Source: an optimization exercise on an open RTL-to-GDS flow (aim: small area). Production flows keep margins and buffers that such runs may drop. Where RTL was checked, it was by simulation tests only, not by an equivalence proof against the original. No activity file was given, so power comes from the tool's default toggle rates.

==> inputs of build 17 <==
==> flow/design.v <==
`default_nettype none
package cpu_pkg;
  typedef enum logic [5:0] {
    op_rtype = 6'h00,
    op_beq   = 6'h04,
    op_bne   = 6'h05,
    op_addi  = 6'h08,
    op_slti  = 6'h0A,
    op_lw    = 6'h23,
    op_sw    = 6'h2B
  } opcode_e;
  localparam logic [6:0] fn_add = 7'h20;
  localparam logic [6:0] fn_sub = 7'h22;
  localparam logic [6:0] fn_slt = 7'h2A;
endpackage
`default_nettype wire
`default_nettype none
module pipeline_cpu (
  input  logic        clk,
  input  logic        nrst,
  input  logic [31:0] inst,
  input  logic [31:0] data_in,
  output logic [31:0] inst_addr,
  output logic [31:0] data_addr,
  output logic [31:0] data_out,
  output logic        data_wr
);
  logic [3:0]  t;               
  logic        clr;             
  logic [29:0] pc;              
  logic [31:0] a_sr;            
  logic [31:0] d_sr;            
  logic        cy;              
  logic        zf;              
  logic        wen;             
  logic [4:0]  wrd;
  logic        wld;             
  logic        wlt;             
  logic [31*32-1:0] rf;         
  logic [63:0]      rnext;      
  logic [5:0] op;
  logic [6:0] funct;
  logic       is_r, is_beq, is_bne, is_addi, is_slti, is_lw, is_sw;
  logic       use_imm, inv, pass, writes, is_lt;
  logic [4:0] rs1, rs2;
  logic [15:0] imm16;
  logic [1:0] imm_d;
  assign op      = inst[5:0];
  assign funct   = inst[31:25];
  assign is_r    = op == cpu_pkg::op_rtype;
  assign is_beq  = op == cpu_pkg::op_beq;
  assign is_bne  = op == cpu_pkg::op_bne;
  assign is_addi = op == cpu_pkg::op_addi;
  assign is_slti = op == cpu_pkg::op_slti;
  assign is_lw   = op == cpu_pkg::op_lw;
  assign is_sw   = op == cpu_pkg::op_sw;
  assign use_imm = is_addi | is_slti | is_lw | is_sw;
  assign inv     = (is_r & ((funct == cpu_pkg::fn_sub) | (funct == cpu_pkg::fn_slt))) |
                   is_slti | is_beq | is_bne;
  assign pass    = (is_r & ((funct == cpu_pkg::fn_add) | (funct == cpu_pkg::fn_sub))) |
                   is_addi | is_lw | is_sw;
  assign writes  = is_r | is_addi | is_slti | is_lw;
  assign is_lt   = (is_r & (funct == cpu_pkg::fn_slt)) | is_slti;
  assign rs1     = inst[19:15];
  assign rs2     = is_sw ? inst[10:6] : inst[24:20];     
  assign imm16   = {inst[31:20], inst[14:11]};
  assign imm_d   = t[3] ? {2{inst[31]}} : imm16[{t[2:0], 1'b0} +: 2];
  logic [1:0] wd;
  assign wd = clr ? 2'b00 :
              wld ? data_in[1:0] :
                    {a_sr[1], a_sr[0] | wlt};
  logic [3:0] we_hi;
  logic [7:0] we_lo;
  for (genvar i = 0; i < 4; i++) begin : g_hi
    assign we_hi[i] = clr | (wen & (wrd[4:3] == 2'(i)));
  end
  for (genvar i = 0; i < 8; i++) begin : g_lo
    assign we_lo[i] = clr | (wrd[2:0] == 3'(i));
  end
  assign rnext[1:0] = 2'b00;
  for (genvar r = 1; r < 32; r++) begin : g_rf
    logic       we;
    logic [1:0] din;
    assign we  = we_hi[r / 8] & we_lo[r % 8];
    assign din = we ? wd : rf[(r-1)*32 +: 2];
    assign rnext[2*r +: 2] = din;
    always_ff @(posedge clk) begin
      rf[(r-1)*32 +: 32] <= {din, rf[(r-1)*32 + 2 +: 30]};
    end
  end
  logic [1:0] da, db, b, bi;
  assign da = rnext[{rs1, 1'b0} +: 2];
  assign db = rnext[{rs2, 1'b0} +: 2];
  logic       cin, c1, c2, zero_all, lt_now, taken;
  logic [1:0] s;
  assign b   = use_imm ? imm_d : db;
  assign bi  = b ^ {2{inv}};
  assign cin = (t == 4'd0) ? inv : cy;
  assign {c1, s[0]} = da[0] + bi[0] + cin;
  assign {c2, s[1]} = da[1] + bi[1] + c1;
  assign zero_all = ((t == 4'd0) | zf) & (s == 2'b00);
  assign lt_now   = da[1] ^ bi[1] ^ c2;
  assign taken    = (is_beq & zero_all) | (is_bne & ~zero_all);
  always_ff @(posedge clk) begin
    cy   <= c2;
    zf   <= zero_all;
    a_sr <= {s & {2{pass}}, wld ? data_in[31:2] : a_sr[31:2]};
    d_sr <= {db, d_sr[31:2]};
  end
  logic        last;
  logic [29:0] pc_off;        
  logic [30:0] pc_sum;        
  assign last   = t == 4'd15;
  assign pc_off = {{16{taken & last & inst[31]}}, {inst[31:25], inst[14:8]} & {14{taken & last}}};
  assign pc_sum = {pc, last} + {pc_off, last};
  always_ff @(posedge clk) begin
    if (!nrst) begin
      t       <= '0;
      clr     <= 1'b1;
      pc      <= '0;
      wen     <= 1'b0;
      wld     <= 1'b0;
      wlt     <= 1'b0;
      data_wr <= 1'b0;
    end else begin
      t       <= t + 4'd1;
      pc      <= pc_sum[30:1];
      wld     <= last & is_lw;
      wlt     <= last & is_lt & lt_now;
      data_wr <= last & is_sw;
      if (last) begin
        clr <= 1'b0;
        wen <= writes;
      end
    end
  end
  always_ff @(posedge clk) begin
    if (last) begin
      wrd <= inst[10:6];
    end
  end
  assign inst_addr = {pc, 2'b00};
  assign data_addr = a_sr;
  assign data_out  = d_sr;
endmodule
`default_nettype wire
==> flow/flow/run.sh <==
#!/bin/bash
# The standard layout with three changes: the synthesis maps logic with an
# area-oriented ABC script (flow/area.abc; registers are mapped before ABC and
# are untouched), ports get the smallest buffer, and the clock tree uses small
# buffers in large clusters without dummy loads (flow/knobs.sh).
set -euo pipefail
here=$(cd "$(dirname "${BASH_SOURCE[0]}")" && pwd)
work=$(pwd)
source "$here/knobs.sh"
cat > "$work/area_synth.tcl" <<EOT
proc abc {args} {
  set i [lsearch -exact \$args -script]
  if {\$i >= 0} {
    set args [lreplace \$args \$i [expr {\$i + 1}] -script $here/area.abc]
  }
  yosys abc {*}\$args
}
source $work/synth_recipe.tcl
EOT
bash standard.sh "SYNTH_SCRIPT=$work/area_synth.tcl" finish > standard_flow.log 2>&1
==> flow/flow/area.abc <==
strash
dc2
strash
dc2
&get -n
&dch -f
&nf
&put
==> flow/flow/knobs.sh <==
export BUFFER_PORTS_ARGS="-buffer_cell sky130_fd_sc_hd__buf_1"
export CTS_ARGS="-sink_clustering_enable -repair_clock_nets -dont_use_dummy_load -buf_list sky130_fd_sc_hd__clkbuf_8 -sink_clustering_size 18 -sink_clustering_max_diameter 60 -sink_buffer_max_cap_derate 1.0"
==> flow/standard.sh <==
#!/bin/bash
# synth_recipe.tcl (not shown) runs the flow's synth.tcl, then flattens the netlist and writes it again
# the make line also repeats each setting of config.mk as NAME=value (left out here)
make -C /OpenROAD-flow-scripts/flow DESIGN_CONFIG=/design/flow/config.mk WORK_HOME=/design/flow/orfs CLKGATE_MAP_FILE= SYNTH_SCRIPT=/design/flow/synth_recipe.tcl "${@:-finish}"
==> flow/config.mk <==
export PLATFORM = sky130hd
export DESIGN_NAME = pipeline_cpu
export DESIGN_NICKNAME = pipeline_cpu
export VERILOG_FILES = /design/flow/design.v
export SDC_FILE = /design/flow/constraint.sdc
export NUM_CORES = 4
export LEC_CHECK = 0
export CAP_MARGIN = 20
export CORE_MARGIN = 2
export CORE_UTILIZATION = 70
export SLEW_MARGIN = 20
==> flow/constraint.sdc <==
create_clock -name core_clock -period 10.0 [get_ports {clk}]
set_input_delay 2.0000 -clock core_clock [delete_from_list [all_inputs] [get_ports {clk}]]
set_output_delay 2.0000 -clock core_clock [all_outputs]
set_load 0.01 [all_outputs]
==> trial 49 (differences from build 17) <==
==> flow/design.v, changed modules only <==
module pipeline_cpu (
  input  logic        clk,
  input  logic        nrst,
  input  logic [31:0] inst,
  input  logic [31:0] data_in,
  output logic [31:0] inst_addr,
  output logic [31:0] data_addr,
  output logic [31:0] data_out,
  output logic        data_wr
);
  logic [3:0]  t;               
  logic        clr;             
  logic [29:0] pc;              
  logic [31:0] a_sr;            
  logic [31:0] d_sr;            
  logic        cy;              
  logic        zf;              
  logic        wen;             
  logic [4:0]  wrd;
  logic        wld;             
  logic        wlt;             
  logic [31*32-1:0] rf;         
  logic [63:0]      rnext;      
  logic [5:0] op;
  logic [6:0] funct;
  logic       is_r, is_beq, is_bne, is_addi, is_slti, is_lw, is_sw;
  logic       use_imm, inv, pass, writes, is_lt;
  logic [4:0] rs1, rs2;
  logic [15:0] imm16;
  logic [1:0] imm_d;
  assign op      = inst[5:0];
  assign funct   = inst[31:25];
  assign is_r    = op == cpu_pkg::op_rtype;
  assign is_beq  = op == cpu_pkg::op_beq;
  assign is_bne  = op == cpu_pkg::op_bne;
  assign is_addi = op == cpu_pkg::op_addi;
  assign is_slti = op == cpu_pkg::op_slti;
  assign is_lw   = op == cpu_pkg::op_lw;
  assign is_sw   = op == cpu_pkg::op_sw;
  assign use_imm = is_addi | is_slti | is_lw | is_sw;
  assign inv     = (is_r & ((funct == cpu_pkg::fn_sub) | (funct == cpu_pkg::fn_slt))) |
                   is_slti | is_beq | is_bne;
  assign pass    = (is_r & ((funct == cpu_pkg::fn_add) | (funct == cpu_pkg::fn_sub))) |
                   is_addi | is_lw | is_sw;
  assign writes  = is_r | is_addi | is_slti | is_lw;
  assign is_lt   = (is_r & (funct == cpu_pkg::fn_slt)) | is_slti;
  assign rs1     = inst[19:15];
  assign rs2     = is_sw ? inst[10:6] : inst[24:20];     
  assign imm16   = {inst[31:20], inst[14:11]};
  assign imm_d   = t[3] ? {2{inst[31]}} : imm16[{t[2:0], 1'b0} +: 2];
  logic [1:0] wd;
  assign wd = clr ? 2'b00 :
              wld ? data_in[1:0] :
                    {a_sr[1], a_sr[0] | wlt};
  assign rnext[1:0] = 2'b00;
  for (genvar r = 1; r < 32; r++) begin : g_rf
    logic       we;
    logic [1:0] din;
    assign we  = clr | (wen & (wrd == 5'(r)));
    assign din = we ? wd : rf[(r-1)*32 +: 2];
    assign rnext[2*r +: 2] = din;
    always_ff @(posedge clk) begin
      rf[(r-1)*32 +: 32] <= {din, rf[(r-1)*32 + 2 +: 30]};
    end
  end
  logic [1:0] da, db, b, bi;
  assign da = rnext[{rs1, 1'b0} +: 2];
  assign db = rnext[{rs2, 1'b0} +: 2];
  logic       cin, c1, c2, zero_all, lt_now, taken;
  logic [1:0] s;
  assign b   = use_imm ? imm_d : db;
  assign bi  = b ^ {2{inv}};
  assign cin = (t == 4'd0) ? inv : cy;
  assign {c1, s[0]} = da[0] + bi[0] + cin;
  assign {c2, s[1]} = da[1] + bi[1] + c1;
  assign zero_all = ((t == 4'd0) | zf) & (s == 2'b00);
  assign lt_now   = da[1] ^ bi[1] ^ c2;
  assign taken    = (is_beq & zero_all) | (is_bne & ~zero_all);
  always_ff @(posedge clk) begin
    cy   <= c2;
    zf   <= zero_all;
    a_sr <= {s & {2{pass}}, wld ? data_in[31:2] : a_sr[31:2]};
    d_sr <= {db, d_sr[31:2]};
  end
  logic last;
  assign last = t == 4'd15;
  always_ff @(posedge clk) begin
    if (!nrst) begin
      t       <= '0;
      clr     <= 1'b1;
      pc      <= '0;
      wen     <= 1'b0;
      wld     <= 1'b0;
      wlt     <= 1'b0;
      data_wr <= 1'b0;
    end else begin
      t       <= t + 4'd1;
      wld     <= last & is_lw;
      wlt     <= last & is_lt & lt_now;
      data_wr <= last & is_sw;
      if (last) begin
        clr <= 1'b0;
        pc  <= pc + 30'd1 + (taken ? {{16{inst[31]}}, inst[31:25], inst[14:8]} : 30'd0);
        wen <= writes;
      end
    end
  end
  always_ff @(posedge clk) begin
    if (last) begin
      wrd <= inst[10:6];
    end
  end
  assign inst_addr = {pc, 2'b00};
  assign data_addr = a_sr;
  assign data_out  = d_sr;
endmodule
==> flow/run.sh (new file) <==
#!/bin/bash
# synth_recipe.tcl (not shown) runs the flow's synth.tcl, then flattens the netlist and writes it again
# the make line also repeats each setting of config.mk as NAME=value (left out here)
make -C /OpenROAD-flow-scripts/flow DESIGN_CONFIG=/design/flow/config.mk WORK_HOME=/design/flow/orfs CLKGATE_MAP_FILE= SYNTH_SCRIPT=/design/flow/synth_recipe.tcl finish
--- a/flow/config.mk
+++ b/flow/config.mk
@@ -7,5 +7,5 @@
 export LEC_CHECK = 0
 export CAP_MARGIN = 20
 export CORE_MARGIN = 2
-export CORE_UTILIZATION = 70
+export CORE_UTILIZATION = 40
 export SLEW_MARGIN = 20
removed: flow/flow/run.sh
removed: flow/flow/area.abc
removed: flow/flow/knobs.sh
removed: flow/standard.sh
==> trial 86 (differences from build 17) <==
==> flow/design.v, changed modules only <==
module pipeline_cpu (
  input  logic        clk,
  input  logic        nrst,
  input  logic [31:0] inst,
  input  logic [31:0] data_in,
  output logic [31:0] inst_addr,
  output logic [31:0] data_addr,
  output logic [31:0] data_out,
  output logic        data_wr
);
  logic [3:0]  t;               
  logic        clr;             
  logic [29:0] pc;              
  logic [31:0] a_sr;            
  logic [31:0] d_sr;            
  logic        cy;              
  logic        zf;              
  logic        wen;             
  logic [4:0]  wrd;
  logic        wld;             
  logic        wlt;             
  logic [31*32-1:0] rf;         
  logic [63:0]      rnext;      
  logic [5:0] op;
  logic [6:0] funct;
  logic       is_r, is_beq, is_bne, is_addi, is_slti, is_lw, is_sw;
  logic       use_imm, inv, pass, writes, is_lt;
  logic [4:0] rs1, rs2;
  logic [15:0] imm16;
  logic [1:0] imm_d;
  assign op      = inst[5:0];
  assign funct   = inst[31:25];
  assign is_r    = op == cpu_pkg::op_rtype;
  assign is_beq  = op == cpu_pkg::op_beq;
  assign is_bne  = op == cpu_pkg::op_bne;
  assign is_addi = op == cpu_pkg::op_addi;
  assign is_slti = op == cpu_pkg::op_slti;
  assign is_lw   = op == cpu_pkg::op_lw;
  assign is_sw   = op == cpu_pkg::op_sw;
  assign use_imm = is_addi | is_slti | is_lw | is_sw;
  assign inv     = (is_r & ((funct == cpu_pkg::fn_sub) | (funct == cpu_pkg::fn_slt))) |
                   is_slti | is_beq | is_bne;
  assign pass    = (is_r & ((funct == cpu_pkg::fn_add) | (funct == cpu_pkg::fn_sub))) |
                   is_addi | is_lw | is_sw;
  assign writes  = is_r | is_addi | is_slti | is_lw;
  assign is_lt   = (is_r & (funct == cpu_pkg::fn_slt)) | is_slti;
  assign rs1     = inst[19:15];
  assign rs2     = is_sw ? inst[10:6] : inst[24:20];     
  assign imm16   = {inst[31:20], inst[14:11]};
  assign imm_d   = t[3] ? {2{inst[31]}} : imm16[{t[2:0], 1'b0} +: 2];
  logic [1:0] wd;
  assign wd = clr ? 2'b00 :
              wld ? data_in[1:0] :
                    {a_sr[1], a_sr[0] | wlt};
  assign rnext[1:0] = 2'b00;
  for (genvar r = 1; r < 32; r++) begin : g_rf
    logic       we;
    logic [1:0] din;
    assign we  = clr | (wen & (wrd == 5'(r)));
    assign din = we ? wd : rf[(r-1)*32 +: 2];
    assign rnext[2*r +: 2] = din;
    always_ff @(posedge clk) begin
      rf[(r-1)*32 +: 32] <= {din, rf[(r-1)*32 + 2 +: 30]};
    end
  end
  logic [1:0] da, db, b, bi;
  assign da = rnext[{rs1, 1'b0} +: 2];
  assign db = rnext[{rs2, 1'b0} +: 2];
  logic       cin, c1, c2, zero_all, lt_now, taken;
  logic [1:0] s;
  assign b   = use_imm ? imm_d : db;
  assign bi  = b ^ {2{inv}};
  assign cin = (t == 4'd0) ? inv : cy;
  assign {c1, s[0]} = da[0] + bi[0] + cin;
  assign {c2, s[1]} = da[1] + bi[1] + c1;
  assign zero_all = ((t == 4'd0) | zf) & (s == 2'b00);
  assign lt_now   = da[1] ^ bi[1] ^ c2;
  assign taken    = (is_beq & zero_all) | (is_bne & ~zero_all);
  always_ff @(posedge clk) begin
    cy   <= c2;
    zf   <= zero_all;
    a_sr <= {s & {2{pass}}, wld ? data_in[31:2] : a_sr[31:2]};
    d_sr <= {db, d_sr[31:2]};
  end
  logic last;
  assign last = t == 4'd15;
  always_ff @(posedge clk) begin
    if (!nrst) begin
      t       <= '0;
      clr     <= 1'b1;
      pc      <= '0;
      wen     <= 1'b0;
      wld     <= 1'b0;
      wlt     <= 1'b0;
      data_wr <= 1'b0;
    end else begin
      t       <= t + 4'd1;
      wld     <= last & is_lw;
      wlt     <= last & is_lt & lt_now;
      data_wr <= last & is_sw;
      if (last) begin
        clr <= 1'b0;
        pc  <= pc + 30'd1 + (taken ? {{16{inst[31]}}, inst[31:25], inst[14:8]} : 30'd0);
        wen <= writes;
      end
    end
  end
  always_ff @(posedge clk) begin
    if (last) begin
      wrd <= inst[10:6];
    end
  end
  assign inst_addr = {pc, 2'b00};
  assign data_addr = a_sr;
  assign data_out  = d_sr;
endmodule
==> flow/flow/run.sh (replaced) <==
#!/bin/bash
# Standard ORFS layout with small port buffers and a clock tree without dummy loads.
set -euo pipefail
here=$(cd "$(dirname "${BASH_SOURCE[0]}")" && pwd)
source "$here/knobs.sh"
bash standard.sh > standard_flow.log 2>&1
==> flow/flow/knobs.sh (replaced) <==
export BUFFER_PORTS_ARGS="-buffer_cell sky130_fd_sc_hd__buf_1"
export CTS_ARGS="-sink_clustering_enable -repair_clock_nets -dont_use_dummy_load -buf_list sky130_fd_sc_hd__clkbuf_8 -sink_clustering_size 20"
--- a/flow/config.mk
+++ b/flow/config.mk
@@ -5,6 +5,7 @@
 export SDC_FILE = /design/flow/constraint.sdc
 export NUM_CORES = 4
 export LEC_CHECK = 0
+export ABC_AREA = 1
 export CAP_MARGIN = 20
 export CORE_MARGIN = 2
 export CORE_UTILIZATION = 70
removed: flow/flow/area.abc
==> notes.md <==
Non-clock buffer count: trial 86 < trial 49 < build 17.
Trial 86 produced a clean layout. Build 17 finished with negative setup slack left. Trial 49 finished with timing, DRC and antenna clean.
Against trial 86, the design area of trial 49 is larger by about 10%.
Combinational power: trial 86 > trial 49 > build 17.
Core utilization: build 17 is higher than trial 49 (33 points).
Global-route usage, lowest first: trial 49, build 17, trial 86.
For build 17, only the layout was checked, not whether the RTL still works.

static timing again, ports no longer ideal:
No port has a modelled driver above. Below, the same layouts with a new extraction and two added sets of constraints.
Step 1, drivers: a clkbuf_16 drives clk and a buf_2 each remaining input, both assumed.
Step 2, shift: input delay + t, output delay - t, t = (earliest + latest rising clock arrival at the registers) / 2. This alone moves slack from input paths to output paths.
Slacks: ideal ports / drivers / drivers and shift; pairs: ideal ports / drivers.
| run | t, ns | slack for setup (ns) | worst hold slack (ns) | worst setup path after step 2 |
|---|---|---|---|---|
| build 17 | 0.692 | -0.154 / -0.129 / -0.821 | 0.264 / 0.264 / 0.264 | input to register |
| trial 49 | 0.689 | 0.952 / 0.979 / 0.290 | 0.305 / 0.305 / 0.305 | input to register |
| trial 86 | 0.756 | 2.311 / 2.343 / 1.588 | 0.237 / 0.237 / 0.237 | input to register |
For trial 86, which loses most, drivers alone change the setup slack by +0.032 ns; drivers and shift together by -0.723 ns.
